Source: an optimization exercise on an open RTL-to-GDS flow (aim: small area, a short achievable clock period and few clock cycles). Production flows keep margins and buffers that such runs may drop.
Where RTL was checked, it was by simulation tests only, not by an equivalence proof against the original.
For runs 6 and 7, only the layout was checked, not whether the RTL still works.
No activity file was given, so power comes from the tool's default toggle rates.

==> flow/design.v <==
`timescale 1ns / 1ps
package lru_pkg;
  localparam int FRAME_SLOTS_DEF = 16;
  localparam int PAGE_W       = 16;
  localparam int STAMP_W      = 32;
  localparam int FAULT_CNT_W  = 32;
  localparam int FRAME_USED_W = 4;
  localparam int FRAMES_W     = 5;
  localparam logic [FRAMES_W-1:0] FRAMES_RESET = 5'd3;
  localparam int CFG_DATA_W = 32;
  localparam int CFG_ADDR_W = 2;
  localparam logic [CFG_ADDR_W-1:0] ADDR_FRAMES_IN_USE = 2'd0;
  typedef struct packed {
    logic hit;     
    logic empty;   
  } scan_flags_t;
endpackage
`timescale 1ns / 1ps
`timescale 1ns / 1ps
`timescale 1ns / 1ps
module lru_page_replacement #(
  parameter int FRAME_SLOTS = lru_pkg::FRAME_SLOTS_DEF
) (
  input  logic                             clk,
  input  logic                             rst_n,
  input  logic                             in_valid,
  output logic                             in_ready,
  input  logic [lru_pkg::PAGE_W-1:0]       in_page_number,
  output logic                             out_valid,
  input  logic                             out_ready,
  output logic                             out_fault,
  output logic [lru_pkg::FRAME_USED_W-1:0] out_frame_used,
  output logic                             out_evicted_valid,
  output logic [lru_pkg::PAGE_W-1:0]       out_evicted_page,
  output logic [lru_pkg::FAULT_CNT_W-1:0]  out_fault_total,
  input  logic                             cfg_psel,
  input  logic                             cfg_penable,
  input  logic                             cfg_pwrite,
  input  logic [lru_pkg::CFG_ADDR_W-1:0]   cfg_paddr,
  input  logic [lru_pkg::CFG_DATA_W-1:0]   cfg_pwdata,
  output logic [lru_pkg::CFG_DATA_W-1:0]   cfg_prdata,
  output logic                             cfg_pready
);
  localparam int N  = FRAME_SLOTS;
  localparam int PW = lru_pkg::PAGE_W;
  localparam int IDX_W = (N > 1) ? $clog2(N) : 1;
  logic [lru_pkg::FRAMES_W-1:0] frames_r;
  logic                         cfg_wr;
  logic [N-1:0]                 active;
  logic [N-1:0]                 act_nxt;
  assign cfg_pready = 1'b1;
  assign cfg_wr     = cfg_psel && cfg_penable && cfg_pwrite
                      && (cfg_paddr == lru_pkg::ADDR_FRAMES_IN_USE);
  assign cfg_prdata = (cfg_paddr == lru_pkg::ADDR_FRAMES_IN_USE)
                      ? lru_pkg::CFG_DATA_W'(frames_r) : '0;
  always_comb begin
    for (int k = 0; k < N; k++) begin
      act_nxt[k] = (k == 0) || (32'(cfg_pwdata[lru_pkg::FRAMES_W-1:0]) > k);
    end
  end
  always_ff @(posedge clk) begin
    if (!rst_n) begin
      frames_r <= lru_pkg::FRAMES_RESET;
      active   <= N'((1 << lru_pkg::FRAMES_RESET) - 1);
    end else if (cfg_wr) begin
      frames_r <= cfg_pwdata[lru_pkg::FRAMES_W-1:0];
      active   <= act_nxt;
    end
  end
  logic [PW-1:0] page_r [N];
  logic [N-1:0]  valid_r;
  logic [N-1:0]  rec_r [N];
  logic          b_v, o_v;
  logic [PW-1:0] b_page;
  logic [N-1:0]  b_match;
  logic          b_eq;
  logic [N-1:0]  prev_u;
  logic          prev_v;
  logic          go;
  logic          acc;
  logic [N-1:0]  use_vec;
  assign go       = !o_v || out_ready;
  assign in_ready = go;
  assign acc      = in_valid && go;
  logic [N-1:0] in_match;
  always_comb begin
    for (int k = 0; k < N; k++) begin
      in_match[k] = valid_r[k] && active[k] && (page_r[k] == in_page_number)
                    && !use_vec[k];
    end
  end
  always_ff @(posedge clk) begin
    if (!rst_n) begin
      b_v    <= 1'b0;
      prev_u <= '0;
      prev_v <= 1'b0;
    end else if (go) begin
      b_v    <= acc;
      prev_u <= use_vec;
      prev_v <= b_v;
    end
  end
  always_ff @(posedge clk) begin
    if (go) begin
      b_page  <= in_page_number;
      b_match <= in_match;
      b_eq    <= (in_page_number == b_page);
    end
  end
  logic [N-1:0] m_vec, hit_sel, emp_vec, emp_sel, lru_sel, fill_sel;
  logic         hit, any_emp;
  logic [PW-1:0] lru_page;
  assign m_vec   = b_match | (prev_u & {N{b_eq}});
  assign hit     = (|b_match) || (prev_v && b_eq);
  assign emp_vec = ~valid_r & active;
  assign any_emp = |emp_vec;
  always_comb begin
    for (int k = 0; k < N; k++) begin
      hit_sel[k] = m_vec[k];
      emp_sel[k] = emp_vec[k];
      for (int j = 0; j < k; j++) begin
        hit_sel[k] = hit_sel[k] && !m_vec[j];
        emp_sel[k] = emp_sel[k] && valid_r[j];
      end
    end
  end
  always_comb begin
    for (int i = 0; i < N; i++) begin
      lru_sel[i] = active[i];
      for (int j = 0; j < N; j++) begin
        if (j < i) begin
          lru_sel[i] = lru_sel[i] && rec_r[j][i];
        end else if (j > i) begin
          lru_sel[i] = lru_sel[i] && (!active[j] || !rec_r[i][j]);
        end
      end
    end
  end
  always_comb begin
    lru_page = '0;
    for (int k = 0; k < N; k++) begin
      lru_page = lru_page | (page_r[k] & {PW{lru_sel[k]}});
    end
  end
  assign fill_sel = any_emp ? emp_sel : lru_sel;
  assign use_vec  = (hit ? hit_sel : fill_sel) & {N{b_v}};
  logic commit;
  assign commit = go && b_v;
  always_ff @(posedge clk) begin
    for (int k = 0; k < N; k++) begin
      if (commit && use_vec[k]) begin
        page_r[k] <= b_page;
      end
    end
  end
  always_ff @(posedge clk) begin
    if (!rst_n) begin
      valid_r <= '0;
    end else if (commit) begin
      valid_r <= valid_r | use_vec;
    end
  end
  always_ff @(posedge clk) begin
    for (int i = 0; i < N; i++) begin
      for (int j = i + 1; j < N; j++) begin
        if (commit && use_vec[i]) begin
          rec_r[i][j] <= 1'b1;
        end else if (commit && use_vec[j]) begin
          rec_r[i][j] <= 1'b0;
        end
      end
    end
  end
  function automatic logic [IDX_W-1:0] enc(input logic [N-1:0] v);
    enc = '0;
    for (int k = 0; k < N; k++) begin
      if (v[k]) begin
        enc = enc | IDX_W'(k);
      end
    end
  endfunction
  logic [IDX_W-1:0] use_idx;
  assign use_idx = hit ? enc(hit_sel) : (any_emp ? enc(emp_sel) : enc(lru_sel));
  logic                            fault_r;
  logic [lru_pkg::FRAME_USED_W-1:0] frame_used_r;
  logic                            ev_valid_r;
  logic [PW-1:0]                   ev_page_r;
  logic [lru_pkg::FAULT_CNT_W-1:0] fault_cnt_r;
  always_ff @(posedge clk) begin
    if (!rst_n) begin
      o_v <= 1'b0;
    end else if (go) begin
      o_v <= b_v;
    end
  end
  always_ff @(posedge clk) begin
    if (!rst_n) begin
      fault_cnt_r <= '0;
    end else if (commit && !hit && (fault_cnt_r != '1)) begin
      fault_cnt_r <= fault_cnt_r + 1'b1;
    end
  end
  always_ff @(posedge clk) begin
    if (commit) begin
      fault_r      <= !hit;
      frame_used_r <= lru_pkg::FRAME_USED_W'(use_idx);
      ev_valid_r   <= !hit && !any_emp;
      ev_page_r    <= (!hit && !any_emp) ? lru_page : '0;
    end
  end
  assign out_valid         = o_v;
  assign out_fault         = fault_r;
  assign out_frame_used    = frame_used_r;
  assign out_evicted_valid = ev_valid_r;
  assign out_evicted_page  = ev_page_r;
  assign out_fault_total   = fault_cnt_r;
endmodule
==> flow/run.sh <==
#!/bin/bash
# synth_recipe.tcl (not shown) runs the flow's synth.tcl, then flattens the netlist and writes it again
# the make line also repeats each setting of config.mk as NAME=value (left out here)
make -C /OpenROAD-flow-scripts/flow DESIGN_CONFIG=/design/flow/config.mk WORK_HOME=/design/flow/orfs CLKGATE_MAP_FILE= SYNTH_SCRIPT=/design/flow/synth_recipe.tcl finish
==> flow/config.mk <==
export PLATFORM = sky130hd
export DESIGN_NAME = lru_page_replacement
export DESIGN_NICKNAME = lru_page_replacement
export VERILOG_FILES = /design/flow/design.v
export SDC_FILE = /design/flow/constraint.sdc
export NUM_CORES = 4
export LEC_CHECK = 0
export ABC_CLOCK_PERIOD_IN_PS = 2200
export CAP_MARGIN = 20
export CORE_MARGIN = 2
export CORE_UTILIZATION = 55
export GPL_ROUTABILITY_DRIVEN = 0
export SETUP_SLACK_MARGIN = 2.3
export SLEW_MARGIN = 20
==> flow/constraint.sdc <==
create_clock -name core_clock -period 5.0 [get_ports {clk}]
set_input_delay 1.0000 -clock core_clock [delete_from_list [all_inputs] [get_ports {clk}]]
set_output_delay 1.0000 -clock core_clock [all_outputs]
set_load 0.01 [all_outputs]
==> results of run 1 <==
-- cells in the final DEF, fill, tap and decap left out, types with 62 or more instances in the layout --
| cell | instances |
|---|---|
| xnor2_1 | 261 |
| nand2_1 | 147 |
| a22o_1 | 62 |
| a21o_1 | 85 |
| edfxtp_1 | 311 |
| nor2_1 | 68 |
| buf_4 | 132 |
| clkbuf_16 | 64 |
| a21oi_1 | 70 |
| dfxtp_1 | 187 |
| nand4_1 | 123 |
| clkdlybuf4s50_1 | 65 |
| nand3_1 | 65 |
-- kinds of logic (layout without fill, tap and decap cells) --
group / count (synthesis) / in the layout
AOI/OAI and AO/OA: 461 / 463
buffers and inverters: 185 / 432
adders and majority gates: 1 / 1
and+or+nand+nor: 585 / 586
xor gates and xnor gates: 297 / 297
DFF: 517 / 517
other: 2 / 29
muxes: 2 / 2
-- final timing paths --
kind | slack, ns | end | from
worst max-delay path | 2.14 | page_r[11][13]$_DFFE_PP_ | active[6]$_SDFFE_PN0P_
worst min-delay path | 0.45 | frames_r[2]$_SDFFE_PN0P_ | frames_r[2]$_SDFFE_PN0P_
worst max register to register | 2.14 | page_r[11][13]$_DFFE_PP_ | active[6]$_SDFFE_PN0P_
worst min register to register | 0.45 | frames_r[2]$_SDFFE_PN0P_ | frames_r[2]$_SDFFE_PN0P_
-- worst max-delay path, delay by kind of cell, from the launching register on --
kind / cells / cell delay, ns
flops: 1 / 0.43
buf+inv: 2 / 0.36
simple gates: 4 / 1.18
compound gates: 2 / 0.59
-- timing repair --
action / CTS / global route
endpoints found under the setup margin: 474 / 408
gates resized for setup: 181 / 131
pin swaps: 13 / 42
buffers inserted: 50 / 73
gates cloned: 13 / 14
endpoints found under the hold margin: 0 / 0
-- flip-flops by register name, summed over array words and instances, names as in the netlist --
| register | cells |
|---|---|
| ev_page_r | 16 |
| b_page | 16 |
| b_eq | 1 |
| fault_cnt_r | 32 |
| rec_r | 120 |
| frames_r | 5 |
| o_v | 1 |
| prev_u | 16 |
| valid_r | 16 |
| page_r | 256 |
| b_match | 16 |
| frame_used_r | 4 |
| active | 15 |
| b_v | 1 |
| fault_r | 1 |
| ev_valid_r | 1 |
-- final cells by class --
type                    count  area [um^2]  area share
repair inverters           12          133     0.00453
flip-flops and latches    517        13500       0.461
inverters                  36          282     0.00961
diodes                      1         2.50   0.0000854
multi-input cells        1377        10000       0.342
repair buffers            289         3020       0.103
clock inverters            20          164     0.00560
clock buffers              75         1490      0.0509
well taps                 539          674      0.0230
-- per-layer routing --
layer | vias to the layer above | part of all wire
met2 | 1712 | 0.42
met5 | - | 0
li1 | 8138 | -
met4 | 0 | 0.095
met1 | 9677 | 0.35
met3 | 495 | 0.14
-- where the power goes --
part | internal [mW] | leakage, nW | switching [mW]
registers | 5.00 | 4.60 | 0.468
logic | 0.753 | 5.04 | 0.994
clock network | 2.17 | 0.810 | 1.72
total | 7.93 | 10.4 | 3.19
==> results by group, run 1 <==
Status
  – Status: no timing/DRC/antenna violations

GRT
  – GRT busiest layer: met2
  – Largest net degree at the start of global routing: 35
  – Initial antenna violation count: 1
  – Met1 Use GR: 0.527
  – Met3 Usage GRT: 0.0957
  – GRT Overall Usage: 0.407
  – Total grt overflow: 0
  – Met2 usage: 0.615
  – First-pass GRT wire length: 128,000 um
  – Vias in the first global route: between 15,000 and 20,000

Route
  – Drt via density: 6.99
  – DRC: 0
  – DR vias: 20,000
  – Number of DRC markers in iteration 0: 3,670
  – Post-route ant nets: 0
  – Drt wl/cell: 33.3 um
  – Wire length after detailed routing: 95,600 um
  – DRT Pass-1 Iters: 10

Synthesis
  – Top cells by area, synth: edfxtp_1 40%, dfxtp_1 18%, xnor2_1 10%, nand4_1 3.3%, a21o_1 2.8%
  – Simple-Gate Fraction of Synth Area: 0.136
  – Most common cell in the synthesized netlist: edfxtp_1
  – Largest family of logic cells by synthesized area: compound AO/OA/AOI/OAI gates
  – Syn Area/Cell: 11.5 um^2
  – Mapped Area: approximately 24,000 um^2
  – Number of flops mapped to enable cells by yosys: 311
  – Post-Synth Adder-Cell Area: 0.000532
  – Synthesis-stage register bit count: 517
  – Synth cell count leaders: 311 x edfxtp_1, 273 x xnor2_1, 206 x dfxtp_1
  – Mux share of post-synthesis cell area: 0.000851
  – Dominant cell type by area after synthesis: edfxtp_1
  – Cells after Synth: 2,050
  – Synth unique cells: 74
  – Most used DFF post-synth: edfxtp_1
  – Post-Synth XOR/XNOR Area: 0.111
  – Synth Area in Compound Gates: 0.142
  – Register area share after synthesis: 0.572
  – Synthesis Warnings: 3
  – Ys async rst share: 0
  – Top-area cell type share of the netlist area: 0.397

Floorplan
  – I/O Pins: around 150
  – Core area: around 42,000 um^2
  – Chip height: 211 um
  – Core Rows: 75
  – Die width: ~210 um
  – Die footprint: 44,400 um^2
  – Initial Util: 0.560

STA
  – Tcrit/Tclk final: 0.572
  – Tmin final: 2.86 ns
  – Setup-failing EPs final: 0
  – Max-slew violations: 0
  – RSZ-0062 raised after global routing: true
  – Setup TNS Final: 0 ns
  – Slew @ Worst Pin: approximately 0.86 ns
  – Clock skew: 0.0380 ns
  – Worst relative slew slack: 0.429
  – Worst hold slack: 0.452 ns
  – Max Fclk: 0.350 GHz
  – Worst setup margin: between 2 and 2.5 ns
  – Count of final hold-check violations: 0

Run
  – Maxcap violations: 0

Setup path
  – R2R cell count: 8
  – Ordered list of cells on the worst path: nor2b_1 > or4_4 > nor4_4 > buf_4 > and2_4 > a21oi_4 > a211o_4 > inv_12
  – Largest fanout on the critical path: 11
  – CP startpoint kind: flip-flop
  – Kind of end point of the critical path: flip-flop
  – WP data arrival: 3.22 ns
  – CP required: 5.36 ns
  – CP Class: flip-flop to flip-flop
  – Slowest CP cell: or4_4
  – Max stage delay on crit path: 0.55 ns

Place
  – Number of port buffers: 90
  – Dpl cells: ~2,600
  – Cell Area, Placed: 25,100 um^2
  – Pre-CTS WS: 0.750 ns
  – HPWL Detailed: 58,100 um

Min path
  – Hold Crit Class: flip-flop to flip-flop
  – WHS Path Cells: 2

Finish
  – Layout Cells excl Fill: about 2,900
  – Final instance area: 29,300 um^2
  – Final Util: 0.697
  – Fill count: between 3,000 and 4,000
  – Layout cells sized above 1: 0.196
  – Area grow syn2layout: 24.5%
  – Final nets: 2,344

Clock tree
  – Root Buffer: clkbuf_16
  – TritonCTS clock tree: done
  – CTS max path bufs: 3
  – Number of buffers created by CTS: 53
  – Skew-Pair Late Insertion Delay: 0.66 ns
  – Clock-pin slew on the worst setup and hold paths: around 0.06 ns
  – Clock sink total: just over 500
  – CTS Hold Bufs: 0
  – Htree depth: 2

Power and ir drop
  – Power Total: 11.1 mW
  – Leakage: 10.4 nW
  – Pwr Density: ~380 nW/um^2
  – Maximum vdd drop: 0.314 mV
Testbench counts, summed over its fixed seeds: cycles 8,848.
==> run 2: changes to the inputs <==
--- a/flow/config.mk
+++ b/flow/config.mk
@@ -9,6 +9,5 @@
 export CAP_MARGIN = 20
 export CORE_MARGIN = 2
 export CORE_UTILIZATION = 55
-export GPL_ROUTABILITY_DRIVEN = 0
 export SETUP_SLACK_MARGIN = 2.3
 export SLEW_MARGIN = 20
==> results by group, run 2 <==
Route
  – DRC: 0
  – DRT Pass-1 Iters: 6
  – Drt via density: 6.85
  – DR vias: 19,300
  – Number of DRC markers in iteration 0: 3,099
  – Wire length after detailed routing: 92,400 um
  – Post-route ant nets: 0
  – Drt wl/cell: between 30 and 40 um

STA
  – Count of final hold-check violations: 0
  – Clock skew: 0.0362 ns
  – Worst hold slack: 0.450 ns
  – Worst setup margin: 2.25 ns
  – Setup TNS Final: 0 ns
  – Slew @ Worst Pin: 0.888 ns
  – Max Fclk: 0.363 GHz
  – Worst relative slew slack: 0.408
  – Tmin final: 2.75 ns
  – Tcrit/Tclk final: 0.551
  – RSZ-0062 raised after global routing: true
  – Setup-failing EPs final: 0
  – Max-slew violations: 0

Power and ir drop
  – Power Total: approximately 11 mW
  – Leakage: 10.1 nW
  – Sequential power share: 0.486
  – Pwr Density: a little under 400 nW/um^2
  – Combinational power share: 0.143
  – Net Sw Frac: 0.278
  – Power share of the clock group: 0.372
  – Maximum vdd drop: 0.359 mV
  – Internal power: 8.12 mW
  – NetSw: 3.13 mW

Clock tree
  – Clock-pin slew on the worst setup and hold paths: 0.06 ns
  – Root Buffer: clkbuf_16
  – Skew-Pair Late Insertion Delay: roughly 0.63 ns
  – CTS max path bufs: 3
  – TritonCTS clock tree: done
  – CTS Hold Bufs: 0
  – Clock sink total: 517
  – Htree depth: 2
  – Number of buffers created by CTS: 54

GRT
  – Largest net degree at the start of global routing: 36
  – Total grt overflow: 0
  – First-pass GRT wire length: 128,000 um
  – Initial antenna violation count: 0
  – Vias in the first global route: 18,000
  – GRT Overall Usage: 0.407

Floorplan
  – Chip height: 211 um
  – Initial Util: 0.560
  – Die footprint: 44,400 um^2
  – Core Rows: 75
  – I/O Pins: roughly 150
  – Core area: 42,000 um^2
  – Die width: roughly 210 um

Finish
  – Final instance area: 28,600 um^2
  – Most frequent cells in the layout: 311 x edfxtp_1, 265 x xnor2_1, 187 x dfxtp_1, 148 x nand2_1, 123 x nand4_1
  – Final Util: 0.681
  – Largest register FFs: 256
  – Top Registers: page_r: 256 flops, rec_r: 120 flops, fault_cnt_r: 32 flops
  – Fill count: 3,216
  – Largest reg by FF count: page_r
  – Final nets: ~2,300
  – Layout Cells excl Fill: ~2,800
  – Layout cells sized above 1: 0.173
  – Area grow syn2layout: 21.7%
  – Antenna diodes: 0
  – Commonest non-fill, non-tap cell in the layout: edfxtp_1

Synthesis
  – Dominant cell type by area after synthesis: edfxtp_1
  – Top cells by area, synth: edfxtp_1 40%, dfxtp_1 18%, xnor2_1 10%, nand4_1 3.3%, a21o_1 2.8%
  – Number of flops mapped to enable cells by yosys: a little over 300
  – Register area share after synthesis: 0.572
  – Mapped Area: 23,500 um^2
  – Top-area cell type share of the netlist area: 0.397
  – Synthesis Warnings: 3
  – Synth cell count leaders: 311 x edfxtp_1, 273 x xnor2_1, 206 x dfxtp_1
  – Synthesis-stage register bit count: 517
  – Most common cell in the synthesized netlist: edfxtp_1
  – Ys async rst share: 0
  – Syn Area/Cell: about 11 um^2
  – Synth unique cells: 74
  – Cells after Synth: 2,050
  – Most used DFF post-synth: edfxtp_1

Setup path
  – CP startpoint kind: input port
  – WP data arrival: about 3.2 ns
  – CP Class: input port to flip-flop
  – CP required: 5.45 ns
  – Kind of end point of the critical path: flip-flop
  – Largest fanout on the critical path: 17

Min path
  – Hold Crit Class: flip-flop to flip-flop

Place
  – Cell Area, Placed: 25,100 um^2
  – HPWL Detailed: 60,400 um
  – Pre-CTS WS: 0.943 ns
  – Dpl cells: 2,626
  – Number of port buffers: 90
  – GPL Wtd Cong: 1.02

Status
  – Status: no timing/DRC/antenna violations

Run
  – Maxcap violations: 0
[run 2: cell counts after synthesis]
Identical to the previous run, type by type.
[run 2: routing by layer]
| metal | track usage | part of all wire |
|---|---|---|
| met5 | 0 | 0 |
| met2 | 0.626 | 0.45 |
| met4 | 0.276 | 0.077 |
| met3 | 0.0926 | 0.12 |
| met1 | 0.516 | 0.36 |
[run 2: path summary, 6_finish.rpt]
check        cells past startpoint                       end                      from  slack, ns
max reg2reg                     10  page_r[13][12]$_DFFE_PP_            b_eq$_DFFE_PN_       2.27
max                              7      b_match[2]$_DFFE_PN_         in_page_number[5]       2.25
min reg2reg                      1  rec_r[1][7]$_SDFFE_PP1P_  rec_r[1][7]$_SDFFE_PP1P_       0.45
min                              1  rec_r[1][7]$_SDFFE_PP1P_  rec_r[1][7]$_SDFFE_PP1P_       0.45
[run 2: cells by family after synthesis]
group / synth area share
fa+ha+maj: 0.000532
other cells: 0.000319
mux: 0.000851
xor+xnor: 0.111
simple gates: 0.136
buf+inv: 0.0367
flops: 0.572
compound gates: 0.142
[run 2: power groups by stage]
| stage | Combinational (mW) | Clock (mW) | Sequential [mW] |
|---|---|---|---|
| after detailed placement | 1.37 | 0 | 5.53 |
| after global routing | 1.68 | 4.36 | 5.50 |
| after floorplan | 0.905 | 0 | 5.36 |
| final | 1.61 | 4.18 | 5.46 |
| after global placement | 1.35 | 0 | 5.51 |
| after CTS | 1.48 | 4.19 | 5.44 |
[run 2: layout make-up]
cell class	count	area [um^2]	share of cell area
clock buffer	74	1560	0.0545
clock inverter	26	282	0.00983
multi-input combinational	1374	9860	0.344
inverter	36	268	0.00935
sequential	517	13500	0.472
timing repair buffer	234	2370	0.0828
tap	539	674	0.0235
timing repair inverter	10	121	0.00424
[run 2: worst max-delay path, cell delays in order]
cell and delay [ns]:
clkdlybuf4s50_1 0.44, buf_6 0.20, xnor2_1 0.46, nand4_1 0.18
nor4_2 0.30, nand4_1 0.38, a21oi_2 0.24
[run 2: repair_timing]
item	CTS	global route
setup endpoints to repair	466	415
gates cloned	7	9
buffers inserted	35	33
endpoints found under the hold margin	0	0
gates resized for setup	199	88
pin swaps	21	38
==> run 3: changes to the inputs <==
--- a/flow/config.mk
+++ b/flow/config.mk
@@ -10,4 +10,4 @@
 export CORE_MARGIN = 2
 export CORE_UTILIZATION = 55
 export SETUP_SLACK_MARGIN = 2.3
-export SLEW_MARGIN = 20
+export SLEW_MARGIN = 60
==> results by group, run 3 <==
Status
  – Status: no timing/DRC/antenna violations

STA
  – Max Fclk: 0.355 GHz
  – Tmin final: 2.81 ns
  – Count of final hold-check violations: 0
  – Setup TNS Final: 0 ns
  – Setup-failing EPs final: 0
  – Tcrit/Tclk final: 0.563
  – Slew @ Worst Pin: 0.713 ns
  – RSZ-0062 raised after global routing: true
  – Clock skew: 0.0333 ns
  – Worst relative slew slack: 0.520
  – Max-slew violations: 0

Finish
  – Multi-input gate area: 9980 um^2
  – Largest reg by FF count: page_r
  – Sequential cell area: roughly 14,000 um^2
  – Layout cells sized above 1: 0.197
  – Area grow syn2layout: 24.1%
  – Layout Cells excl Fill: roughly 2,800
  – Largest register FFs: 256
  – Fill count: ~3,100
  – Commonest non-fill, non-tap cell in the layout: edfxtp_1
  – Top Registers: page_r: 256 flops, rec_r: 120 flops, fault_cnt_r: 32 flops
  – Most frequent cells in the layout: 311 x edfxtp_1, 266 x xnor2_1, 188 x dfxtp_1, 135 x nand2_1, 123 x nand4_1
  – Final nets: ~2,300

Place
  – Dpl cells: 2,634
  – HPWL Detailed: 60,900 um
  – GPL Wtd Cong: 1.02
  – Number of port buffers: 90

Route
  – Post-route ant nets: 0
  – Number of DRC markers in iteration 0: 2,895
  – DRT Pass-1 Iters: 6
  – DR vias: 19,500
  – DRC: 0
  – Wire length after detailed routing: 95,400 um
  – Drt via density: 6.85
  – Drt wl/cell: 33.5 um

Setup path
  – Kind of end point of the critical path: flip-flop
  – Largest fanout on the critical path: 21
  – CP Class: flip-flop to flip-flop
  – WP data arrival: 3.11 ns
  – Ordered list of cells on the worst path: buf_6 > buf_12 > a211oi_2 > nand3_1 > or2_4 > buf_6 > clkbuf_16 > buf_4 > o31ai_4 > o311ai_2 > bufinv_8
  – Most frequent CP cell: buf_6
  – Slowest CP cell: edfxtp_1
  – Max stage delay on crit path: 0.44 ns
  – Worst reg2reg setup slack: 2.19 ns
  – CP Buf/Inv Count: 6
  – CP required: 5.30 ns
  – CP delay by family, top: buffers and inverters
  – CP startpoint kind: flip-flop

Clock tree
  – Root Buffer: clkbuf_16
  – TritonCTS clock tree: done
  – Number of buffers created by CTS: 53
  – Htree depth: 2
  – CTS max path bufs: 3
  – CTS Hold Bufs: 0
  – Skew-Pair Late Insertion Delay: 0.63 ns
  – Clock sink total: 517
  – Clock-pin slew on the worst setup and hold paths: 0.07 ns

GRT
  – Initial antenna violation count: 0
  – First-pass GRT wire length: 130,000 um
  – Vias in the first global route: 18,200
  – GRT Overall Usage: 0.416
  – Total grt overflow: 0
  – Largest net degree at the start of global routing: 36

Synthesis
  – Register area share after synthesis: 0.572
  – Top-area cell type share of the netlist area: 0.397
  – Synthesis-stage register bit count: 517
  – Dominant cell type by area after synthesis: edfxtp_1
  – Syn Area/Cell: 11.5 um^2
  – Mapped Area: 23,500 um^2
  – Most common cell in the synthesized netlist: edfxtp_1
  – Synthesis Warnings: 3
  – Most used DFF post-synth: edfxtp_1
  – Synth cell count leaders: 311 x edfxtp_1, 273 x xnor2_1, 206 x dfxtp_1
  – Synth unique cells: between 70 and 80
  – Top cells by area, synth: edfxtp_1 40%, dfxtp_1 18%, xnor2_1 10%, nand4_1 3.3%, a21o_1 2.8%
  – Cells after Synth: between 2,000 and 2,500
  – Number of flops mapped to enable cells by yosys: around 310
  – Ys async rst share: 0

Floorplan
  – I/O Pins: ~150
  – Die footprint: 44,400 um^2
  – Die width: approximately 210 um
  – Core Rows: 75
  – Chip height: 211 um
  – Initial Util: 0.560
  – Core area: ~42,000 um^2

Run
  – Maxcap violations: 0

Power and ir drop
  – Maximum vdd drop: 0.329 mV
  – Pwr Density: between 300 and 400 nW/um^2
  – Leakage: about 10 nW

Min path
  – Hold Crit Class: flip-flop to flip-flop
[run 3: cell types whose count changed in the layout (fill, tap and decap cells not counted), sizes merged, moves of 2 or more]
cell and change:
clkdlybuf4s15 -6, dlygate4sd2 -2, clkinv +7, buf +41, inv -3, clkbuf -4
[run 3: path summary, 6_finish.rpt]
path | to | depth (start not counted) | from
worst max-delay path | page_r[10][3]$_DFFE_PP_ | 11 | b_eq$_DFFE_PN_
worst min-delay path | frames_r[2]$_SDFFE_PN0P_ | 2 | frames_r[2]$_SDFFE_PN0P_
worst min register to register | frames_r[2]$_SDFFE_PN0P_ | 2 | frames_r[2]$_SDFFE_PN0P_
worst max register to register | page_r[10][3]$_DFFE_PP_ | 11 | b_eq$_DFFE_PN_
[run 3: layer usage]
layer  up-vias  part of all wire  global-route usage
met1      9477              0.36               0.532
li1       8094                 -                   -
met5         -                 0                   0
met4         0             0.083               0.280
met2      1533              0.43               0.624
met3       376              0.12               0.109
[run 3: cell type report]
| type | instances | share of cell area |
|---|---|---|
| Sequential cell | 517 | 0.463 |
| Multi-Input combinational cell | 1374 | 0.342 |
| Timing Repair Buffer | 270 | 0.0986 |
| Clock buffer | 67 | 0.0493 |
| Tap cell | 539 | 0.0231 |
| Clock inverter | 30 | 0.0107 |
| Inverter | 36 | 0.00960 |
| Timing Repair inverter | 10 | 0.00420 |
| Antenna cell | 1 | 0.0000857 |
[run 3: timing repair]
action | in CTS | in global routing
pin swaps | 23 | 48
setup buffers | 53 | 30
cloned | 10 | 13
setup endpoints to repair | 448 | 410
gates resized for setup | 170 | 121
[run 3: logic make-up after synthesis]
kind of cell / synth area share
fa+ha+maj: 0.000532
compound gates: 0.142
simple gates: 0.136
other cells: 0.000319
xor+xnor: 0.111
mux: 0.000851
flops: 0.572
buf+inv: 0.0367
[run 3: tightest hold or removal path: stages (launching register included)]
cell and delay [ns]:
dfxtp_1 0.30, nand2_1 0.05, a21oi_1 0.05
[run 3: stage by stage]
stage / hold WS, ns / worst slack [ns] / cell area (um^2) / power, mW / util
final: 0.452 / 2.19 / 29200 / 11.3 / 0.694
after global routing: 0.476 / 2.14 / 29200 / 11.5 / 0.694
after CTS: 0.450 / 2.27 / 28100 / 11.0 / 0.669
after detailed placement: 0.437 / 1.27 / 25300 / 6.90 / 0.601
after global placement: 0.430 / 0.971 / 25100 / 6.86 / 0.598
after floorplan: 0.419 / 2.30 / 23700 / 6.27 / -
[run 3: power by group]
| part | switching [mW] | internal, mW | total [mW] |
|---|---|---|---|
| Combinational | 0.990 | 0.734 | 1.72 |
| Clock | 1.75 | 2.34 | 4.09 |
| Sequential | 0.473 | 5.00 | 5.47 |
==> run 4: changes to the inputs <==
--- a/flow/config.mk
+++ b/flow/config.mk
@@ -9,5 +9,8 @@
 export CAP_MARGIN = 20
 export CORE_MARGIN = 2
 export CORE_UTILIZATION = 55
+export CTS_BUF_LIST = sky130_fd_sc_hd__clkbuf_8 sky130_fd_sc_hd__clkbuf_16
+export CTS_CLUSTER_DIAMETER = 60
+export CTS_CLUSTER_SIZE = 25
 export SETUP_SLACK_MARGIN = 2.3
-export SLEW_MARGIN = 60
+export SLEW_MARGIN = 20
==> results by group, run 4 <==
Setup path
  – CP startpoint: b_match[1]$_DFFE_PN_
  – Kind of end point of the critical path: flip-flop
  – CP Class: flip-flop to flip-flop
  – CP startpoint kind: flip-flop
  – WP data arrival: 3.16 ns
  – Reg-to-reg critical path startpoint: b_match[1]$_DFFE_PN_
  – CP required: 5.30 ns
  – Largest fanout on the critical path: 10

STA
  – Worst relative slew slack: 0.396
  – Count of final hold-check violations: 0
  – RSZ-0062 raised after global routing: true
  – Tmin final: 2.85 ns
  – Clock skew: 0.0353 ns
  – Max Fclk: 0.351 GHz
  – Tcrit/Tclk final: 0.570
  – Slew @ Worst Pin: 0.898 ns
  – Setup TNS Final: 0 ns
  – Setup-failing EPs final: 0
  – Max-slew violations: 0

Synthesis
  – Mapped Area: 23,500 um^2
  – Post-Synth Adder-Cell Area: 0.000532
  – Mux share of post-synthesis cell area: 0.000851
  – Synth Area in Compound Gates: 0.142
  – Top cells by area, synth: edfxtp_1 40%, dfxtp_1 18%, xnor2_1 10%, nand4_1 3.3%, a21o_1 2.8%
  – Synthesis-stage register bit count: ~520
  – Most common cell in the synthesized netlist: edfxtp_1
  – Simple-Gate Fraction of Synth Area: 0.136
  – Synth cell count leaders: 311 x edfxtp_1, 273 x xnor2_1, 206 x dfxtp_1
  – Post-Synth XOR/XNOR Area: 0.111
  – Largest family of logic cells by synthesized area: compound AO/OA/AOI/OAI gates
  – Most used DFF post-synth: edfxtp_1
  – Top-area cell type share of the netlist area: 0.397
  – Cells after Synth: 2,050
  – Ys async rst share: 0
  – Register area share after synthesis: 0.572
  – Number of flops mapped to enable cells by yosys: 311
  – Synth unique cells: 74
  – Dominant cell type by area after synthesis: edfxtp_1
  – Synthesis Warnings: 3
  – Syn Area/Cell: 11.5 um^2

Route
  – Post-route ant nets: 0
  – Drt wl/cell: 33.6 um
  – Number of DRC markers in iteration 0: 2,910
  – Wire length after detailed routing: 94,600 um
  – DR vias: 19,400
  – Drt via density: 6.90
  – DRC: 0
  – DRT Pass-1 Iters: 8

Min path
  – Min-delay src: frames_r[2]$_SDFFE_PN0P_
  – Hold Crit Class: flip-flop to flip-flop

Finish
  – Final nets: approximately 2,300
  – Fill count: 3,180
  – Largest register FFs: 256
  – Antenna diodes: 0
  – Largest reg by FF count: page_r
  – Most frequent cells in the layout: 311 x edfxtp_1, 262 x xnor2_1, 188 x dfxtp_1, 134 x nand2_1, 123 x nand4_1
  – Area grow syn2layout: 21.7%
  – Layout cells sized above 1: 0.187
  – Top Registers: page_r: 256 flops, rec_r: 120 flops, fault_cnt_r: 32 flops
  – Commonest non-fill, non-tap cell in the layout: edfxtp_1

Clock tree
  – Root Buffer: clkbuf_16
  – TritonCTS clock tree: done
  – Clock-pin slew on the worst setup and hold paths: 0.08 ns
  – CTS Hold Bufs: 0
  – Clock sink total: 517
  – CTS max path bufs: 3
  – Skew-Pair Late Insertion Delay: about 0.6 ns
  – Htree depth: 2
  – Number of buffers created by CTS: 39

GRT
  – Vias in the first global route: around 18,000
  – Met2 usage: 0.623
  – Met3 Usage GRT: 0.0919
  – First-pass GRT wire length: 128,000 um
  – GRT Overall Usage: 0.407
  – Met1 Use GR: 0.519
  – Largest net degree at the start of global routing: 36
  – Total grt overflow: 0
  – Initial antenna violation count: 1
  – GRT busiest layer: met2

Place
  – GPL Wtd Cong: 1.02
  – HPWL Detailed: 60,400 um
  – Number of port buffers: 90

Floorplan
  – Die footprint: roughly 44,000 um^2
  – Core Rows: 75
  – I/O Pins: around 150
  – Die width: 211 um
  – Chip height: 211 um
  – Core area: 42,000 um^2
  – Initial Util: 0.560

Run
  – Maxcap violations: 0

Power and ir drop
  – Pwr Density: 366 nW/um^2
  – Maximum vdd drop: 0.274 mV
  – Power Total: 10.5 mW
  – Leakage: 10.1 nW

Status
  – Status: no timing/DRC/antenna violations
[run 4: cell counts after synthesis]
No cell type changed its count.
[run 4: metrics by stage]
step	hold WS (ns)	cell area [um^2]	cells	utilization	worst slack, ns
finish	0.454	28600	2815	0.681	2.15
global route	0.470	28600	2815	0.681	2.09
CTS	0.454	27400	2743	0.652	2.26
detailed placement	0.437	25100	2626	0.598	0.943
global placement	0.430	25100	2626	0.598	0.971
floorplan	0.419	23700	2076	-	2.30
[run 4: worst paths after layout]
kind                                                 end  slack (ns)  cells past startpoint
worst max-delay path            page_r[14][11]$_DFFE_PP_        2.15                     11
worst min-delay path            frames_r[2]$_SDFFE_PN0P_        0.45                      2
worst max register to register  page_r[14][11]$_DFFE_PP_        2.15                     11
worst min register to register  frames_r[2]$_SDFFE_PN0P_        0.45                      2
[run 4: area by class of cell]
| cell class | instances | area (um^2) | share of cell area |
|---|---|---|---|
| Timing Repair inverter | 11 | 134 | 0.00468 |
| Sequential cell | 517 | 13500 | 0.472 |
| Inverter | 36 | 278 | 0.00970 |
| Clock inverter | 30 | 258 | 0.00901 |
| Clock buffer | 41 | 1030 | 0.0358 |
| Tap cell | 539 | 674 | 0.0236 |
| Multi-Input combinational cell | 1374 | 9940 | 0.347 |
| Timing Repair Buffer | 267 | 2810 | 0.0981 |
[run 4: critical path: stages (launching register included)]
cell and delay, ns:
edfxtp_1 0.49, buf_6 0.17, nor4_4 0.28, nand3_2 0.16, or2_4 0.29, buf_6 0.13, clkbuf_16 0.15, buf_4 0.13
a21o_1 0.19, a21o_1 0.24, inv_4 0.12, clkbuf_16 0.22
[run 4: cell families (layout without fill, tap and decap cells)]
family | after synthesis | after routing
simple gates | 585 | 585
flops | 517 | 517
compound gates | 461 | 461
xor+xnor | 297 | 297
buf+inv | 185 | 385
other cells | 2 | 28
mux | 2 | 2
fa+ha+maj | 1 | 1
[run 4: power by group]
part	internal [mW]	switching [mW]	leakage (nW)
Combinational	0.741	0.977	4.87
Clock	1.56	1.71	0.627
Sequential	5.00	0.478	4.60
[run 4: repair_timing]
action	4_1_cts	5_1_grt
setup buffers	40	55
cloned	6	17
pin swaps	23	60
gates resized for setup	204	127
endpoints found under the setup margin	468	361
[run 4: layer usage]
layer,vias to the layer above,wire [um]
met5,-,13
met4,2,8320
met3,416,11400
met2,1516,41000
met1,9456,33900
li1,8045,-
==> run 5: changes to the inputs <==
==> flow/flow/run.sh (new file) <==
#!/bin/bash
# Standard layout, with the port buffers made of plain buffers (buf_4)
# instead of the delay cells buffer_ports picks by default.
set -e
echo 'export BUFFER_PORTS_ARGS = -buffer_cell sky130_fd_sc_hd__buf_4' >> config.mk
bash standard.sh > standard.log 2>&1
==> flow/standard.sh (new file) <==
#!/bin/bash
# synth_recipe.tcl (not shown) runs the flow's synth.tcl, then flattens the netlist and writes it again
# the make line also repeats each setting of config.mk as NAME=value (left out here)
make -C /OpenROAD-flow-scripts/flow DESIGN_CONFIG=/design/flow/config.mk WORK_HOME=/design/flow/orfs CLKGATE_MAP_FILE= SYNTH_SCRIPT=/design/flow/synth_recipe.tcl "${@:-finish}"
--- a/flow/config.mk
+++ b/flow/config.mk
@@ -9,8 +9,6 @@
 export CAP_MARGIN = 20
 export CORE_MARGIN = 2
 export CORE_UTILIZATION = 55
-export CTS_BUF_LIST = sky130_fd_sc_hd__clkbuf_8 sky130_fd_sc_hd__clkbuf_16
-export CTS_CLUSTER_DIAMETER = 60
-export CTS_CLUSTER_SIZE = 25
 export SETUP_SLACK_MARGIN = 2.3
 export SLEW_MARGIN = 20
+export BUFFER_PORTS_ARGS = -buffer_cell sky130_fd_sc_hd__buf_4
removed: flow/run.sh
==> results by group, run 5 <==
Power and ir drop
  – Internal power: 8.26 mW
  – Maximum vdd drop: 0.312 mV
  – Net Sw Frac: 0.278
  – Combinational power share: 0.145
  – Sequential power share: 0.480
  – Power share of the clock group: 0.376
  – NetSw: 3.18 mW
  – Pwr Density: 400 nW/um^2
  – Leakage: ~10 nW

Floorplan
  – Core Rows: between 70 and 80
  – Initial Util: 0.560
  – I/O Pins: 146
  – Chip height: 211 um
  – Core area: 42,000 um^2
  – Die footprint: ~44,000 um^2
  – Die width: 211 um

Route
  – Wire length after detailed routing: 92,600 um
  – DRC: 0
  – DRT Pass-1 Iters: 6
  – Number of DRC markers in iteration 0: 2,920
  – DR vias: roughly 19,000
  – Drt via density: 6.90
  – Post-route ant nets: 0
  – Drt wl/cell: 32.9 um

Synthesis
  – Dominant cell type by area after synthesis: edfxtp_1
  – Cells after Synth: 2,050
  – Mapped Area: 23,500 um^2
  – Mux share of post-synthesis cell area: 0.000851
  – Post-Synth XOR/XNOR Area: 0.111
  – Top-area cell type share of the netlist area: 0.397
  – Largest family of logic cells by synthesized area: compound AO/OA/AOI/OAI gates
  – Top cells by area, synth: edfxtp_1 40%, dfxtp_1 18%, xnor2_1 10%, nand4_1 3.3%, a21o_1 2.8%
  – Ys async rst share: 0
  – Synth unique cells: 74
  – Synth cell count leaders: 311 x edfxtp_1, 273 x xnor2_1, 206 x dfxtp_1
  – Synthesis-stage register bit count: a little over 500
  – Syn Area/Cell: 11.5 um^2
  – Simple-Gate Fraction of Synth Area: 0.136
  – Synthesis Warnings: 3
  – Most used DFF post-synth: edfxtp_1
  – Synth Area in Compound Gates: 0.142
  – Most common cell in the synthesized netlist: edfxtp_1
  – Number of flops mapped to enable cells by yosys: 311
  – Post-Synth Adder-Cell Area: 0.000532
  – Register area share after synthesis: 0.572

STA
  – Clock skew: approximately 0.033 ns
  – Worst relative slew slack: 0.370
  – Setup TNS Final: 0 ns
  – Max-slew violations: 0
  – Setup-failing EPs final: 0
  – Tmin final: 2.79 ns
  – RSZ-0062 raised after global routing: true
  – Tcrit/Tclk final: 0.559
  – Max Fclk: 0.358 GHz
  – Worst setup margin: 2.21 ns
  – Count of final hold-check violations: 0
  – Slew @ Worst Pin: about 0.94 ns

GRT
  – Initial antenna violation count: 2
  – Largest net degree at the start of global routing: 67
  – GRT Overall Usage: 0.410
  – Vias in the first global route: around 18,000
  – First-pass GRT wire length: 129,000 um
  – Total grt overflow: 0

Run
  – Maxcap violations: 0

Setup path
  – Largest fanout on the critical path: 6
  – CP Class: flip-flop to flip-flop
  – Worst reg2reg endpoint: page_r[13][7]$_DFFE_PP_
  – CP required: 5.31 ns
  – CP startpoint kind: flip-flop
  – Reg-to-reg critical path startpoint: b_eq$_DFFE_PN_
  – Kind of end point of the critical path: flip-flop
  – CP startpoint: b_eq$_DFFE_PN_
  – R2R cell count: 7
  – Worst Setup EP: page_r[13][7]$_DFFE_PP_
  – Worst reg2reg setup slack: 2.21 ns
  – WP data arrival: 3.11 ns

Place
  – HPWL Detailed: roughly 59,000 um
  – Pre-CTS WS: between 0.9 and 1 ns
  – GPL Wtd Cong: 1.06
  – Number of port buffers: 90

Clock tree
  – CTS max path bufs: 3
  – Root Buffer: clkbuf_16
  – CTS Hold Bufs: 0
  – Clock sink total: 517
  – Number of buffers created by CTS: 54
  – Skew-Pair Late Insertion Delay: 0.63 ns
  – Htree depth: 2
  – TritonCTS clock tree: done
  – Clock-pin slew on the worst setup and hold paths: around 0.060 ns

Finish
  – Most frequent cells in the layout: 311 x edfxtp_1, 272 x xnor2_1, 191 x dfxtp_1, 185 x buf_4, 136 x nand2_1
  – Commonest non-fill, non-tap cell in the layout: edfxtp_1
  – Layout cells sized above 1: 0.210
  – Top Registers: page_r: 256 flops, rec_r: 120 flops, fault_cnt_r: 32 flops
  – Final nets: approximately 2,300
  – Area grow syn2layout: 21.4%
  – Largest register FFs: 256
  – Largest reg by FF count: page_r

Min path
  – Hold Crit Class: flip-flop to flip-flop

Status
  – Status: no timing/DRC/antenna violations
run 5: cell counts after synthesis:
No cell type changed its count.
run 5: timing repair:
action | 4_1_cts | 5_1_grt
pin swaps | 27 | 35
endpoints found under the hold margin | 0 | 0
resized for setup | 130 | 89
setup endpoints to repair | 452 | 380
gates cloned | 18 | 3
buffers inserted | 56 | 30
run 5: power by group through the flow:
stage	clock [mW]	combinational, mW	sequential [mW]
after floorplan	0	0.905	5.36
after global routing	4.48	1.72	5.51
after global placement	0	1.32	5.51
after CTS	4.30	1.49	5.44
after detailed placement	0	1.35	5.53
final	4.30	1.66	5.49
run 5: final cells by class:
cell class / instances / area [um^2]
clock buffer: 74 / 1530
fill: 3205 / 13500
sequential: 517 / 13500
inverter: 36 / 283
timing repair inverter: 13 / 133
tap: 539 / 674
clock inverter: 27 / 362
timing repair buffer: 232 / 2210
antenna: 1 / 2.50
multi-input combinational: 1376 / 9880
run 5: logic make-up after synthesis:
logic type / after synthesis
adders and majority gates: 1
other: 2
buffers and inverters: 185
AOI/OAI and AO/OA: 461
and+or+nand+nor: 585
muxes: 2
xor gates and xnor gates: 297
DFF: 517
run 5: worst min path at each step:
stage / cells after the start / end / from / slack [ns]
after floorplan: 1 / rec_r[1][7]$_SDFFE_PP1P_ / rec_r[1][7]$_SDFFE_PP1P_ / 0.42
after global placement: 1 / rec_r[1][7]$_SDFFE_PP1P_ / rec_r[1][7]$_SDFFE_PP1P_ / 0.43
after detailed placement: 1 / rec_r[1][7]$_SDFFE_PP1P_ / rec_r[1][7]$_SDFFE_PP1P_ / 0.43
after CTS: 1 / rec_r[1][7]$_SDFFE_PP1P_ / rec_r[1][7]$_SDFFE_PP1P_ / 0.45
after global routing: 1 / rec_r[1][8]$_SDFFE_PP1P_ / rec_r[1][8]$_SDFFE_PP1P_ / 0.47
final: 1 / rec_r[1][7]$_SDFFE_PP1P_ / rec_r[1][7]$_SDFFE_PP1P_ / 0.45
run 5: layer usage:
metal / global-route usage / part of all wire / up-vias
met5: 0 / 0.00014 / -
met4: 0.279 / 0.082 / 2
met3: 0.0965 / 0.12 / 373
met2: 0.623 / 0.44 / 1512
met1: 0.525 / 0.36 / 9508
li1: - / - / 8038
run 5: critical path, stage by stage, from the launching register on:
cell	delay (ns)
edfxtp_1	0.47
buf_6	0.17
a21oi_4	0.15
nand3_2	0.11
or3_4	0.47
o41ai_4	0.51
o211ai_1	0.27
bufinv_8	0.34
run 5: stage by stage:
step	hold WS [ns]	utilization	area, um^2	power, mW	std cells
final	0.446	0.680	28600	11.4	2815
after floorplan	0.419	-	23700	6.27	2076
after global routing	0.471	0.679	28600	11.7	2814
after detailed placement	0.434	0.589	24700	6.88	2606
after global placement	0.429	0.589	24700	6.84	2606
after CTS	0.448	0.664	27900	11.2	2781
==> run 6: changes to the inputs <==
--- a/flow/design.v
+++ b/flow/design.v
@@ -73,55 +73,65 @@
   logic          b_v, o_v;
   logic [PW-1:0] b_page;
   logic [N-1:0]  b_match;
-  logic          b_eq;
-  logic [N-1:0]  prev_u;
-  logic          prev_v;
   logic          go;
   logic          acc;
+  logic          commit;
   logic [N-1:0]  use_vec;
   assign go       = !o_v || out_ready;
   assign in_ready = go;
   assign acc      = in_valid && go;
+  assign commit   = go && b_v;
   logic [N-1:0] in_match;
-  always_comb begin
-    for (int k = 0; k < N; k++) begin
-      in_match[k] = valid_r[k] && active[k] && (page_r[k] == in_page_number)
-                    && !use_vec[k];
-    end
-  end
-  always_ff @(posedge clk) begin
-    if (!rst_n) begin
-      b_v    <= 1'b0;
-      prev_u <= '0;
-      prev_v <= 1'b0;
+  logic         in_eq;
+  assign in_eq = (in_page_number == b_page);
+  always_comb begin
+    for (int k = 0; k < N; k++) begin
+      in_match[k] = use_vec[k] ? in_eq
+                    : (valid_r[k] && active[k] && (page_r[k] == in_page_number));
+    end
+  end
+  always_ff @(posedge clk) begin
+    if (!rst_n) begin
+      b_v <= 1'b0;
     end else if (go) begin
-      b_v    <= acc;
-      prev_u <= use_vec;
-      prev_v <= b_v;
+      b_v <= acc;
     end
   end
   always_ff @(posedge clk) begin
     if (go) begin
       b_page  <= in_page_number;
       b_match <= in_match;
-      b_eq    <= (in_page_number == b_page);
     end
   end
   logic [N-1:0] m_vec, hit_sel, emp_vec, emp_sel, lru_sel, fill_sel;
   logic         hit, any_emp;
   logic [PW-1:0] lru_page;
-  assign m_vec   = b_match | (prev_u & {N{b_eq}});
-  assign hit     = (|b_match) || (prev_v && b_eq);
+  assign m_vec   = b_match;
+  assign hit     = |m_vec;
   assign emp_vec = ~valid_r & active;
-  assign any_emp = |emp_vec;
   always_comb begin
     for (int k = 0; k < N; k++) begin
       hit_sel[k] = m_vec[k];
-      emp_sel[k] = emp_vec[k];
       for (int j = 0; j < k; j++) begin
         hit_sel[k] = hit_sel[k] && !m_vec[j];
-        emp_sel[k] = emp_sel[k] && valid_r[j];
-      end
+      end
+    end
+  end
+  logic [N-1:0] top;
+  logic         any_f, last_emp;
+  always_comb begin
+    for (int k = 0; k < N; k++) begin
+      emp_sel[k] = emp_vec[k] && ((k == 0) || valid_r[(k == 0) ? 0 : k - 1]);
+      top[k]     = active[k] && ((k == N - 1) || !active[(k == N - 1) ? k : k + 1]);
+    end
+  end
+  assign any_f    = |emp_vec;
+  assign last_emp = |(emp_sel & top);
+  always_ff @(posedge clk) begin
+    if (!commit) begin
+      any_emp <= any_f;
+    end else if (!hit && last_emp) begin
+      any_emp <= 1'b0;
     end
   end
   always_comb begin
@@ -144,8 +154,6 @@
   end
   assign fill_sel = any_emp ? emp_sel : lru_sel;
   assign use_vec  = (hit ? hit_sel : fill_sel) & {N{b_v}};
-  logic commit;
-  assign commit = go && b_v;
   always_ff @(posedge clk) begin
     for (int k = 0; k < N; k++) begin
       if (commit && use_vec[k]) begin
==> flow/run.sh (new file) <==
#!/bin/bash
# synth_recipe.tcl (not shown) runs the flow's synth.tcl, then flattens the netlist and writes it again
# the make line also repeats each setting of config.mk as NAME=value (left out here)
make -C /OpenROAD-flow-scripts/flow DESIGN_CONFIG=/design/flow/config.mk WORK_HOME=/design/flow/orfs CLKGATE_MAP_FILE= SYNTH_SCRIPT=/design/flow/synth_recipe.tcl finish
--- a/flow/config.mk
+++ b/flow/config.mk
@@ -11,4 +11,3 @@
 export CORE_UTILIZATION = 55
 export SETUP_SLACK_MARGIN = 2.3
 export SLEW_MARGIN = 20
-export BUFFER_PORTS_ARGS = -buffer_cell sky130_fd_sc_hd__buf_4
removed: flow/flow/run.sh
removed: flow/standard.sh
==> results by group, run 6 <==
Clock tree
  – CTS max path bufs: 3
  – CTS Hold Bufs: 0
  – Number of buffers created by CTS: 52
  – Clock sink total: 501
  – Htree depth: 2
  – TritonCTS clock tree: done
  – Root Buffer: clkbuf_16
  – Clock-pin slew on the worst setup and hold paths: 0.06 ns
  – Skew-Pair Late Insertion Delay: about 0.64 ns

STA
  – Slew @ Worst Pin: 0.881 ns
  – Clock skew: 0.0413 ns
  – Worst relative slew slack: 0.413
  – Setup-failing EPs final: 0
  – Count of final hold-check violations: 0
  – RSZ-0062 raised after global routing: true
  – Max Fclk: 0.358 GHz
  – Tmin final: 2.80 ns
  – Worst setup margin: between 2 and 2.5 ns
  – Setup TNS Final: 0 ns
  – Max-slew violations: 0
  – Tcrit/Tclk final: 0.559

Setup path
  – Kind of end point of the critical path: flip-flop
  – R2R cell count: 10
  – CP Class: flip-flop to flip-flop
  – WP data arrival: approximately 3.1 ns
  – Reg-to-reg critical path startpoint: b_match[9]$_DFFE_PN_
  – Largest fanout on the critical path: 8
  – CP startpoint kind: flip-flop
  – Worst reg2reg endpoint: page_r[7][15]$_DFFE_PP_
  – CP required: 5.31 ns
  – Worst reg2reg setup slack: approximately 2.2 ns

Min path
  – Worst Hold Path EP: frames_r[3]$_SDFFE_PN0P_
  – Min-delay src: frames_r[3]$_SDFFE_PN0P_
  – Hold Crit Class: flip-flop to flip-flop
  – WHS Path Cells: 2

Synthesis
  – Register area share after synthesis: 0.568
  – Syn Area/Cell: between 10 and 15 um^2
  – Synth unique cells: 81
  – Top cells by area, synth: edfxtp_1 40%, dfxtp_1 16%, xnor2_1 8.3%, nand4_1 3.3%, xor2_1 2.7%
  – Top-area cell type share of the netlist area: 0.404
  – Cells after Synth: about 2,000
  – Most common cell in the synthesized netlist: edfxtp_1
  – Ys async rst share: 0
  – Synthesis Warnings: 3
  – Mapped Area: 23,100 um^2
  – Synth cell count leaders: 311 x edfxtp_1, 219 x xnor2_1, 190 x dfxtp_1
  – Most used DFF post-synth: edfxtp_1
  – Dominant cell type by area after synthesis: edfxtp_1
  – Synthesis-stage register bit count: 501
  – Number of flops mapped to enable cells by yosys: 311

Place
  – GPL Wtd Cong: 1.07
  – HPWL Detailed: 61,400 um
  – Pre-CTS WS: 0.793 ns
  – Number of port buffers: 90

Finish
  – Largest reg by FF count: page_r
  – Most frequent cells in the layout: 311 x edfxtp_1, 207 x xnor2_1, 179 x dfxtp_1, 132 x nand2_1, 123 x nand4_1
  – Area grow syn2layout: 25.8%
  – Commonest non-fill, non-tap cell in the layout: edfxtp_1
  – Layout cells sized above 1: 0.211
  – Final nets: approximately 2,300
  – Final Util: 0.697
  – Top Registers: page_r: 256 flops, rec_r: 120 flops, fault_cnt_r: 32 flops
  – Antenna diodes: 0
  – Fill count: 3,049
  – Largest register FFs: 256

Floorplan
  – Chip height: 209 um
  – Core Rows: 75
  – I/O Pins: 146
  – Die width: 209 um
  – Die footprint: 43,700 um^2
  – Core area: about 42,000 um^2
  – Initial Util: 0.554

Route
  – DRT Pass-1 Iters: 6
  – Post-route ant nets: 0
  – Number of DRC markers in iteration 0: 3,582
  – Drt via density: about 6.9
  – DRC: 0
  – Drt wl/cell: about 34 um
  – DR vias: around 19,000
  – Wire length after detailed routing: 94,400 um

GRT
  – Total grt overflow: 0
  – Vias in the first global route: 17,700
  – First-pass GRT wire length: 129,000 um
  – GRT Overall Usage: 0.418
  – Largest net degree at the start of global routing: 36
  – Initial antenna violation count: 5

Power and ir drop
  – Maximum vdd drop: 0.342 mV
  – Power Total: 11.0 mW
  – Leakage: 10.6 nW
  – Pwr Density: between 300 and 400 nW/um^2

Status
  – Status: no timing/DRC/antenna violations

Run
  – Maxcap violations: 0
==> run 6: through the flow <==
stage | cell area (um^2) | hold WS [ns] | cells
after detailed placement | 24800 | 0.446 | 2576
after CTS | 28300 | 0.454 | 2752
after global routing | 29100 | 0.472 | 2800
after floorplan | 23500 | 0.432 | 2018
final | 29100 | 0.452 | 2800
after global placement | 24800 | 0.444 | 2574
==> run 6: routing by layer <==
layer | vias to the layer above | share of wire | GRT usage
li1 | 7943 | - | -
met2 | 1706 | 0.41 | 0.590
met4 | 6 | 0.061 | 0.209
met3 | 325 | 0.15 | 0.129
met5 | - | 0.0023 | 0.0267
met1 | 9472 | 0.37 | 0.580
==> run 6: worst max path at each step <==
stage | from | end | slack [ns] | cells past startpoint
floorplan | out_ready | page_r[15][0]$_DFFE_PP_ | 1.97 | 8
global placement | out_ready | page_r[7][9]$_DFFE_PP_ | 0.81 | 7
detailed placement | out_ready | page_r[7][9]$_DFFE_PP_ | 0.79 | 7
CTS | b_match[10]$_DFFE_PN_ | page_r[11][3]$_DFFE_PP_ | 2.21 | 8
global route | b_match[9]$_DFFE_PN_ | page_r[7][15]$_DFFE_PP_ | 2.17 | 10
finish | b_match[9]$_DFFE_PN_ | page_r[7][15]$_DFFE_PP_ | 2.20 | 10
==> run 6: report_power, final <==
part           switching (mW)  internal, mW
logic                   0.890         0.651
clock network            1.69          2.48
registers               0.440          4.80
==> run 6: cell type report <==
class / count / area [um^2] / share of cell area
Sequential cell: 501 / 13200 / 0.452
Multi-Input combinational cell: 1329 / 10000 / 0.344
Timing Repair Buffer: 282 / 3040 / 0.104
Clock buffer: 70 / 1430 / 0.0492
Tap cell: 539 / 674 / 0.0232
Clock inverter: 27 / 394 / 0.0135
Inverter: 46 / 299 / 0.0103
Timing Repair inverter: 6 / 90.1 / 0.00309
==> run 6: worst max-delay path, cell delays in order (launching register included) <==
cell        delay (ns)
edfxtp_1          0.45
nor4_4            0.37
buf_4             0.18
nand4_4           0.12
or3_4             0.48
buf_6             0.17
buf_6             0.11
a21oi_4           0.15
o21ai_4           0.09
clkinvlp_4        0.18
buf_12            0.19
==> run 6: kinds of logic after synthesis <==
group                    count (synthesis)  share of synthesized area
XOR/XNOR                               290                      0.110
AND/OR/NAND/NOR                        580                      0.138
other                                    2                   0.000324
flip-flops                             501                      0.568
AO/OA/AOI/OAI                          410                      0.136
multiplexers                            16                    0.00789
buffers and inverters                  192                     0.0397
adder cells (fa/ha/maj)                  1                   0.000541
==> run 6: repair_timing <==
item                                    CTS  global route
cloned                                   11             8
endpoints found under the setup margin  456           352
gates resized for setup                 232            88
pin swaps                                23            26
setup buffers                            68            40
==> run 7: changes to the inputs <==
--- a/flow/config.mk
+++ b/flow/config.mk
@@ -8,6 +8,6 @@
 export ABC_CLOCK_PERIOD_IN_PS = 2200
 export CAP_MARGIN = 20
 export CORE_MARGIN = 2
-export CORE_UTILIZATION = 55
+export CORE_UTILIZATION = 65
 export SETUP_SLACK_MARGIN = 2.3
 export SLEW_MARGIN = 20
==> results by group, run 7 <==
Run
  – Maxcap violations: 0

Finish
  – Final instance area: 28,500 um^2
  – Area grow syn2layout: 23.3%
  – Most frequent cells in the layout: 311 x edfxtp_1, 210 x xnor2_1, 179 x dfxtp_1, 135 x nand2_1, 123 x nand4_1
  – Layout cells sized above 1: 0.207
  – Commonest non-fill, non-tap cell in the layout: edfxtp_1
  – Final nets: 2,271
  – Top Registers: page_r: 256 flops, rec_r: 120 flops, fault_cnt_r: 32 flops
  – Largest reg by FF count: page_r
  – Largest register FFs: roughly 260
  – Layout Cells excl Fill: 2,716

Setup path
  – CP Class: flip-flop to flip-flop
  – Ordered list of cells on the worst path: buf_6 > a22oi_1 > nand4_1 > nor3_2 > buf_4 > or4b_2 > o21ai_0 > a21oi_1
  – CP startpoint kind: flip-flop
  – Max stage delay on crit path: approximately 0.70 ns
  – CP Buf/Inv Count: 2
  – Worst reg2reg setup slack: 2.07 ns
  – R2R cell count: 8
  – WP data arrival: 3.29 ns
  – CP required: 5.36 ns
  – CP delay by family, top: simple AND/OR/NAND/NOR gates
  – Largest fanout on the critical path: 16
  – Slowest CP cell: or4b_2
  – Worst reg2reg endpoint: frame_used_r[2]$_DFFE_PP_
  – Kind of end point of the critical path: flip-flop
  – Reg-to-reg critical path startpoint: active[10]$_SDFFE_PN0P_

Clock tree
  – Htree depth: 2
  – TritonCTS clock tree: done
  – Number of buffers created by CTS: 50
  – Clock-pin slew on the worst setup and hold paths: 0.07 ns
  – Clock sink total: 501
  – CTS max path bufs: 3
  – CTS Hold Bufs: 0
  – Root Buffer: clkbuf_16
  – Skew-Pair Late Insertion Delay: 0.63 ns

Floorplan
  – Chip height: 193 um
  – Core area: 35,300 um^2
  – Die footprint: 37,100 um^2
  – Die width: between 150 and 200 um
  – Core Rows: 69
  – I/O Pins: 146
  – Initial Util: 0.655

Power and ir drop
  – Power Total: 10.6 mW
  – Pwr Density: roughly 370 nW/um^2
  – Leakage: 10.4 nW
  – Maximum vdd drop: 0.372 mV

Synthesis
  – Synth unique cells: just over 80
  – Register area share after synthesis: 0.568
  – Dominant cell type by area after synthesis: edfxtp_1
  – Number of flops mapped to enable cells by yosys: 311
  – Syn Area/Cell: ~12 um^2
  – Synthesis-stage register bit count: 501
  – Synthesis Warnings: 3
  – Mapped Area: 23,100 um^2
  – Cells after Synth: 1,992
  – Most common cell in the synthesized netlist: edfxtp_1
  – Most used DFF post-synth: edfxtp_1
  – Top cells by area, synth: edfxtp_1 40%, dfxtp_1 16%, xnor2_1 8.3%, nand4_1 3.3%, xor2_1 2.7%
  – Synth cell count leaders: 311 x edfxtp_1, 219 x xnor2_1, 190 x dfxtp_1
  – Ys async rst share: 0
  – Top-area cell type share of the netlist area: 0.404

GRT
  – Vias in the first global route: 18,200
  – Largest net degree at the start of global routing: 37
  – First-pass GRT wire length: 129,000 um
  – GRT Overall Usage: 0.502
  – Initial antenna violation count: 5
  – Total grt overflow: 0

STA
  – Setup-failing EPs final: 0
  – Max Fclk: 0.341 GHz
  – Setup TNS Final: 0 ns
  – RSZ-0062 raised after global routing: true
  – Tmin final: 2.93 ns
  – Max-slew violations: 0
  – Worst relative slew slack: 0.112
  – Slew @ Worst Pin: roughly 1.3 ns
  – Worst setup margin: 2.07 ns
  – Clock skew: between 0.02 and 0.025 ns
  – Count of final hold-check violations: 0
  – Tcrit/Tclk final: 0.586

Route
  – Drt via density: 7.64
  – DRT Pass-1 Iters: 8
  – DRC: 0
  – Post-route ant nets: 0
  – Drt wl/cell: 35.8 um
  – Number of DRC markers in iteration 0: about 4,800
  – Wire length after detailed routing: 97,300 um
  – DR vias: approximately 21,000

Place
  – Dpl cells: 2,493
  – Cell Area, Placed: 24,700 um^2
  – GPL Wtd Cong: 1.05
  – Number of port buffers: 90
  – Pre-CTS WS: 0.834 ns
  – HPWL Detailed: 60,100 um

Min path
  – WHS Path Cells: 2
  – Min-delay src: frames_r[2]$_SDFFE_PN0P_
  – Hold Crit Class: flip-flop to flip-flop
  – Worst Hold Path EP: frames_r[2]$_SDFFE_PN0P_

Status
  – Status: no timing/DRC/antenna violations
[run 7: cell types whose count changed in the layout (fill, tap and decap cells not counted), sizes merged, moves of 2 or more]
cell / previous run / this run
buf: 191 / 195
bufinv: 9 / 1
clkbuf: 77 / 72
clkdlybuf4s15: 11 / 7
clkinv: 22 / 31
diode: 0 / 2
dlygate4sd2: 5 / 2
[run 7: worst register-to-register path, stage by stage (launching register included)]
cell and delay (ns):
dfxtp_1 0.45, buf_6 0.25, a22oi_1 0.18, nand4_1 0.26, nor3_2 0.08, buf_4 0.24
or4b_2 0.73, o21ai_0 0.35, a21oi_1 0.14
[run 7: how the worst max path moves through the flow]
stage	endpoint	startpoint	cells past startpoint
after global placement	b_match[5]$_DFFE_PN_	in_page_number[4]	6
final	frame_used_r[2]$_DFFE_PP_	active[10]$_SDFFE_PN0P_	8
after detailed placement	b_match[5]$_DFFE_PN_	in_page_number[4]	6
after floorplan	page_r[15][0]$_DFFE_PP_	out_ready	8
after CTS	page_r[10][12]$_DFFE_PP_	b_match[2]$_DFFE_PN_	7
after global routing	page_r[6][10]$_DFFE_PP_	b_match[10]$_DFFE_PN_	8
[run 7: area by class of cell]
class                      instances  area, um^2
timing repair buffer             277        2820
sequential                       501       13200
timing repair inverter             8         115
clock inverter                    26         176
clock buffer                      66        1430
antenna                            2        5.00
tap                              461         577
fill                            1953        6780
inverter                          46         284
multi-input combinational       1329        9950
[run 7: through the flow]
step,hold WS [ns],util
after floorplan,0.432,-
after global placement,0.444,0.698
after global routing,0.473,0.808
after detailed placement,0.452,0.698
final,0.456,0.808
after CTS,0.460,0.781
[run 7: cells by family (layout without fill, tap and decap cells)]
logic type,count (synthesis),count (layout),synth area share
AOI/OAI and AO/OA,410,411,0.136
xor gates and xnor gates,290,290,0.110
adders and majority gates,1,1,0.000541
buffers and inverters,192,423,0.0397
DFF,501,501,0.568
muxes,16,16,0.00789
other,2,30,0.000324
and+or+nand+nor,580,583,0.138
[run 7: layer usage]
| layer | GRT usage | wire (um) | vias to the layer above |
|---|---|---|---|
| met5 | 0 | 23 | - |
| met4 | 0.253 | 8040 | 4 |
| met3 | 0.208 | 18000 | 669 |
| met2 | 0.710 | 39400 | 2326 |
| met1 | 0.663 | 31800 | 9815 |
| li1 | - | - | 7938 |
[run 7: what timing repair did]
item	in CTS	in global routing
setup buffers	57	56
pin swaps	21	28
resized for setup	220	91
cloned	9	7
setup endpoints to repair	459	377
[run 7: power breakdown]
part,internal [mW],leakage (nW),switching [mW]
Sequential,4.80,4.46,0.474
Clock,2.07,0.797,1.72
Combinational,0.644,5.13,0.924

[what the ideal ports hide]
The flow's constraints put no driver on any port. The routed layouts listed below were extracted and timed again, unchanged, in two steps.
Step 1: set_driving_cell puts a clkbuf_16 on clk and a buf_2 on each other input, an assumption about the parent block.
Step 2 also shifts input and output timing later by t, the mid clock arrival at the registers, as if the neighbouring blocks saw the same clock.
Three values: ideal, step 1, step 2; two values: the first two.
run	shift t [ns]	setup WS [ns]	hold WS [ns]	worst setup path at the end
run 1	0.708	2.142 / 2.142 / 1.581	0.452 / 0.452 / 0.452	input to register
run 2	0.672	2.247 / 2.274 / 1.611	0.450 / 0.450 / 0.450	input to register
run 3	0.679	2.185 / 2.185 / 1.597	0.452 / 0.452 / 0.452	input to register
run 4	0.647	2.149 / 2.149 / 1.569	0.454 / 0.454 / 0.454	input to register
run 5	0.682	2.206 / 2.206 / 1.662	0.446 / 0.446 / 0.446	input to register
run 6	0.680	2.204 / 2.204 / 1.665	0.452 / 0.452 / 0.452	input to register
run 7	0.679	2.068 / 2.068 / 1.599	0.456 / 0.456 / 0.456	input to register
After both steps setup and hold are still met in every run listed. The setup slack of run 2, which loses most, moves by +0.027 ns with the drivers and by -0.636 ns with both steps.
